This is an optimization exercise on Yosys and OpenROAD, whose aim is small area and a short achievable clock period, not a production implementation.
RTL that was checked went through simulation tests only; none was proved equivalent to the original.

Setup of v6:
## fft8_top
module fft8_top (
    input  logic         clk,
    input  logic         reset_n,
    input  logic         valid_in,
    input  logic [143:0] x_re,
    input  logic [143:0] x_im,
    output logic         valid_out,
    output logic [143:0] y_re,
    output logic [143:0] y_im
);
    wire n288 = x_re[0] ^ x_re[72];
    wire n289 = x_re[0] & x_re[72];
    wire n290 = x_re[1] ^ x_re[73] ^ n289;
    wire n291 = (x_re[1] & x_re[73]) | (n289 & (x_re[1] ^ x_re[73]));
    wire n292 = x_re[2] ^ x_re[74] ^ n291;
    wire n293 = (x_re[2] & x_re[74]) | (n291 & (x_re[2] ^ x_re[74]));
    wire n294 = x_re[3] ^ x_re[75] ^ n293;
    wire n295 = (x_re[3] & x_re[75]) | (n293 & (x_re[3] ^ x_re[75]));
    wire n296 = x_re[4] ^ x_re[76] ^ n295;
    wire n297 = (x_re[4] & x_re[76]) | (n295 & (x_re[4] ^ x_re[76]));
    wire n298 = r5_1 ^ r77_1 ^ r297_1;
    wire n299 = (r5_1 & r77_1) | (r297_1 & (r5_1 ^ r77_1));
    wire n300 = r6_1 ^ r78_1 ^ n299;
    wire n301 = (r6_1 & r78_1) | (n299 & (r6_1 ^ r78_1));
    wire n302 = r7_1 ^ r79_1 ^ n301;
    wire n303 = (r7_1 & r79_1) | (n301 & (r7_1 ^ r79_1));
    wire n304 = r8_1 ^ r80_1 ^ n303;
    wire n305 = (r8_1 & r80_1) | (n303 & (r8_1 ^ r80_1));
    wire n306 = r9_1 ^ r81_1 ^ n305;
  ...
Size: about 4200 cells after synthesis, about 580 I/O pins, ~66000 um^2 of cells after synthesis.
clock: 12.0 ns
lec_check: 0
cap_margin: 20
core_margin: 2
core_utilization: 40
cts_cluster_diameter: 100
cts_cluster_size: 28
slew_margin: 20
standard.sh (not shown) runs the stock make flow with config.mk's settings and CLKGATE_MAP_FILE= SYNTH_SCRIPT=/design/flow/synth_recipe.tcl, a recipe that flattens the netlist after the stock synthesis.
==> flow/flow/run.sh <==
#!/bin/bash
# Layout flow: the standard flow (standard.sh), with two changes:
#  1. after the standard synthesis, flow/polopt.py re-chooses the polarity of
#     each full-adder cell (a full adder is self-dual) to remove inverters;
#     it also puts the latest-arriving input of each full adder on its fastest
#     pin (CIN); the logic function and every register are unchanged;
#  2. the port buffers use sky130_fd_sc_hd__buf_1;
#  3. the timing repair after CTS and global routing works on every path
#     whose slack is under SETUP_SLACK_MARGIN (the constraints are unchanged).
set -euo pipefail
R=$PWD/orfs/results/sky130hd/fft8_top/base
export SETUP_SLACK_MARGIN=7.9
export BUFFER_PORTS_ARGS="-buffer_cell sky130_fd_sc_hd__buf_1"
bash standard.sh $R/1_2_yosys.v > synth_make.log 2>&1
cp $R/1_2_yosys.v standard_synth_netlist.v
python3 flow/polopt.py standard_synth_netlist.v $R/1_2_yosys.v > polopt.log 2>&1
bash standard.sh > layout_make.log 2>&1
Other scripts of this flow, unchanged in this note and not shown: flow/flow/polopt.py
The final layout from v6, which completed every stage, passed the timing, DRC and antenna checks at the end of the flow.
The following lists how v7 was set up differently from v6:
Settings: CTS_CLUSTER_DIAMETER: 100 -> unset; CTS_CLUSTER_SIZE: 28 -> unset.
-- flow/flow/run.sh --
<<< v6, line 5
#     it also puts the latest-arriving input of each full adder on its fastest
#     pin (CIN); the logic function and every register are unchanged;
#  2. the port buffers use sky130_fd_sc_hd__buf_1;
#  3. the timing repair after CTS and global routing works on every path
#     whose slack is under SETUP_SLACK_MARGIN (the constraints are unchanged).
>>> v7, line 5
#     the logic function and every register are unchanged;
#  2. the port buffers use sky130_fd_sc_hd__buf_1.
<<< v6, line 12
export SETUP_SLACK_MARGIN=7.9
>>> v7, line 9
### Flow results
Every stage of the flow completed for v7, and the final layout passed the timing, DRC and antenna checks. Going from v6 to v7, the worst path buffer plus inverter count was found to have gone up by 4. Diff v7..v6 | flip-flop and latch area | negligible. Status: total routed wirelength parity (v7, v6).
Function was not checked in any run of this note: the RTL went through the layout flow alone.


fft8_top, a different RTL version from the one above (not shown whole).
For scale: ~3800 cells after synthesis, about 580 I/O pins, about 0.059 mm² of cells after synthesis.
export LEC_CHECK = 0
export CAP_MARGIN = 20
export CORE_MARGIN = 2
export CORE_UTILIZATION = 40
export CTS_CLUSTER_DIAMETER = 100
export CTS_CLUSTER_SIZE = 28
export SLEW_MARGIN = 20
create_clock -name core_clock -period 12.0 [get_ports {clk}]
==> flow/flow/run.sh <==
#!/bin/bash
# Layout flow: the standard flow (standard.sh), with two changes:
#  1. after the standard synthesis, flow/polopt.py re-chooses the polarity of
#     each full-adder cell (a full adder is self-dual) to remove inverters;
#     the logic function and every register are unchanged;
#  2. the port buffers use sky130_fd_sc_hd__buf_1.
set -euo pipefail
R=$PWD/orfs/results/sky130hd/fft8_top/base
export BUFFER_PORTS_ARGS="-buffer_cell sky130_fd_sc_hd__buf_1"
bash standard.sh $R/1_2_yosys.v > synth_make.log 2>&1
cp $R/1_2_yosys.v standard_synth_netlist.v
python3 flow/polopt.py standard_synth_netlist.v $R/1_2_yosys.v > polopt.log 2>&1
bash standard.sh > layout_make.log 2>&1
Other scripts of this flow, unchanged in this note and not shown: flow/flow/polopt.py
The baseline finished with timing, DRC and antenna clean.
Next try:
--- a/flow/flow/run.sh
+++ b/flow/flow/run.sh
@@ -5,2 +5,5 @@
-#     the logic function and every register are unchanged;
-#  2. the port buffers use sky130_fd_sc_hd__buf_1.
+#     it also puts the latest-arriving input of each full adder on its fastest
+#     pin (CIN); the logic function and every register are unchanged;
+#  2. the port buffers use sky130_fd_sc_hd__buf_1;
+#  3. the timing repair after CTS and global routing works on every path
+#     whose slack is under SETUP_SLACK_MARGIN (the constraints are unchanged).
@@ -8,0 +12 @@
+export SETUP_SLACK_MARGIN=7.4
Settings changed: CORE_UTILIZATION 40 to 55, PLACE_DENSITY set to 0.7.
What happened: Cell area rises by a few percent. Critical path depth drops by 6. Worst hold slack degrades by 0.0050 ns. Final cell count fell by a little under a tenth. Register-to-register slack gains 0.46 ns.
Next try:
--- a/flow/flow/run.sh
+++ b/flow/flow/run.sh
@@ -5,5 +5,2 @@
-#     it also puts the latest-arriving input of each full adder on its fastest
-#     pin (CIN); the logic function and every register are unchanged;
-#  2. the port buffers use sky130_fd_sc_hd__buf_1;
-#  3. the timing repair after CTS and global routing works on every path
-#     whose slack is under SETUP_SLACK_MARGIN (the constraints are unchanged).
+#     the logic function and every register are unchanged;
+#  2. the port buffers use sky130_fd_sc_hd__buf_1.
@@ -12 +8,0 @@
-export SETUP_SLACK_MARGIN=7.4
Settings changed: CORE_UTILIZATION 55 to 40, CTS_CLUSTER_DIAMETER 100 to unset, CTS_CLUSTER_SIZE 28 to unset, PLACE_DENSITY 0.7 to unset.
Outcome:
- core utilization shrinks by 15 points
- synthesized area stays the same
- cell count grows by 11%
- fmax shrinks by about 8%
- die area grows by about 37%
- worst hold slack gets worse by 0.015 ns
- count of clock-buffer cells in the layout grows by 138
- design area grows by about 2.5%


## T
fft8_top, a different RTL version from the one above (not shown whole).
Size in the first run: about 61000 um^2 of cells after synthesis.
export LEC_CHECK = 0
export CAP_MARGIN = 20
export CORE_MARGIN = 2
export CORE_UTILIZATION = 40
export CTS_BUF_LIST = sky130_fd_sc_hd__clkbuf_4 sky130_fd_sc_hd__clkbuf_8
export SLEW_MARGIN = 20
create_clock -name core_clock -period 12.0 [get_ports {clk}]
==> flow/flow/run.sh <==
#!/bin/bash
# Layout flow: the standard flow (standard.sh), with two changes:
#  1. after the standard synthesis, flow/polopt.py re-chooses the polarity of
#     each full-adder cell (a full adder is self-dual) to remove inverters;
#     the logic function and every register are unchanged;
#  2. the port buffers use sky130_fd_sc_hd__buf_1.
set -euo pipefail
R=$PWD/orfs/results/sky130hd/fft8_top/base
export BUFFER_PORTS_ARGS="-buffer_cell sky130_fd_sc_hd__buf_1"
bash standard.sh $R/1_2_yosys.v > synth_make.log 2>&1
cp $R/1_2_yosys.v standard_synth_netlist.v
python3 flow/polopt.py standard_synth_netlist.v $R/1_2_yosys.v > polopt.log 2>&1
bash standard.sh > layout_make.log 2>&1
Other scripts of this flow, unchanged in this note and not shown: flow/flow/polopt.py
Modified inputs, Q compared to T
Settings: removing CTS_BUF_LIST (formerly sky130_fd_sc_hd__clkbuf_4 sky130_fd_sc_hd__clkbuf_8).
Results
Q ended up with y_im[35] as its endpoint of the worst setup timing path; T ended up with y_re[71]. Comparing area growth from synthesis to final layout for T and Q, the smaller number came from Q. Diff T and Q: final cycle utilization of the critical path higher in T. Design area sits lower in Q than in T. Any difference in clock skew between Q and T is small enough to ignore. Q completed end to end with timing, DRC and antenna clean. Comparing T and Q, the higher fraction of standard cell area in multi-input logic is on Q. The maximum frequency of Q is higher than that of T.


fft8_top, a different RTL version from the one above (not shown whole).
For scale: ~3900 cells after synthesis, ~62000 um2 of cells after synthesis.
clock: 12.0 ns
lec_check: 0
cap_margin: 20
core_margin: 2
core_utilization: 40
cts_cluster_diameter: 100
cts_cluster_size: 28
slew_margin: 20
==> flow/flow/run.sh <==
#!/bin/bash
# Layout flow: the standard flow (standard.sh), with two changes:
#  1. after the standard synthesis, flow/polopt.py re-chooses the polarity of
#     each full-adder cell (a full adder is self-dual) to remove inverters;
#     it also puts the latest-arriving input of each full adder on its fastest
#     pin (CIN); the logic function and every register are unchanged;
#  2. the port buffers use sky130_fd_sc_hd__buf_1;
#  3. the timing repair after CTS and global routing works on every path
#     whose slack is under SETUP_SLACK_MARGIN (the constraints are unchanged).
set -euo pipefail
R=$PWD/orfs/results/sky130hd/fft8_top/base
export SETUP_SLACK_MARGIN=7.7
export BUFFER_PORTS_ARGS="-buffer_cell sky130_fd_sc_hd__buf_1"
bash standard.sh $R/1_2_yosys.v > synth_make.log 2>&1
cp $R/1_2_yosys.v standard_synth_netlist.v
python3 flow/polopt.py standard_synth_netlist.v $R/1_2_yosys.v > polopt.log 2>&1
bash standard.sh > layout_make.log 2>&1
Other scripts of this flow, unchanged in this note and not shown: flow/flow/polopt.py
The starting point produced a clean layout.
Change:
--- a/flow/flow/run.sh
+++ b/flow/flow/run.sh
@@ -10,5 +10,5 @@
 set -euo pipefail
 R=$PWD/orfs/results/sky130hd/fft8_top/base
-export SETUP_SLACK_MARGIN=7.7
+export SETUP_SLACK_MARGIN=7.5
 export BUFFER_PORTS_ARGS="-buffer_cell sky130_fd_sc_hd__buf_1"
 bash standard.sh $R/1_2_yosys.v > synth_make.log 2>&1
Fmax shrinks by a few percent; hold slack barely changes; critical path depth shrinks by 3; clock-buffer cell count shrinks by 2; worst setup slack is worse by 0.20 ns; wire length shrinks slightly; first-iteration DRC count shrinks by roughly a tenth; via count hardly moves; utilization shrinks by 0.49 points; synthesized area stays the same.

separate check: timing with driven ports:
In the flow no input, the clock included, has a driving cell. The finished layouts below were timed again as built, in two steps.
Step 1: set_driving_cell puts a clkbuf_16 on clk and a buf_2 on each other input, an assumption about the parent block.
Step 2, shift: input delay + t, output delay - t, t = (earliest + latest rising clock arrival at the registers) / 2. This alone moves slack from input paths to output paths.
a / b / c = no drivers / after step 1 / after step 2; a / b = the first two.
| run | shift t [ns] | slack for setup (ns) | worst setup path at the end |
|---|---|---|---|
| v6 | 0.772 | 7.691 / 7.691 / 7.147 | input to register |
| v7 | 0.880 | 7.155 / 7.155 / 7.107 | input to register |
| the first run of note 2 | 0.787 | 6.719 / 6.719 / 6.222 | input to register |
| the second run of note 2 | 0.762 | 7.155 / 7.082 / 6.577 | input to register |
| the third run of note 2 | 0.839 | 6.712 / 6.712 / 6.291 | input to register |
| T | 0.990 | 6.479 / 6.401 / 6.270 | input to register |
| Q | 0.843 | 6.565 / 6.486 / 6.271 | input to register |
| the first run of note 4 | 0.776 | 7.733 / 7.725 / 7.124 | input to register |
| the second run of note 4 | 0.763 | 7.529 / 7.529 / 7.169 | input to register |
After both steps every run listed still meets setup and hold. The setup slack of the first run of note 4, which loses most, moves by -0.008 ns with the drivers and by -0.609 ns with both steps.
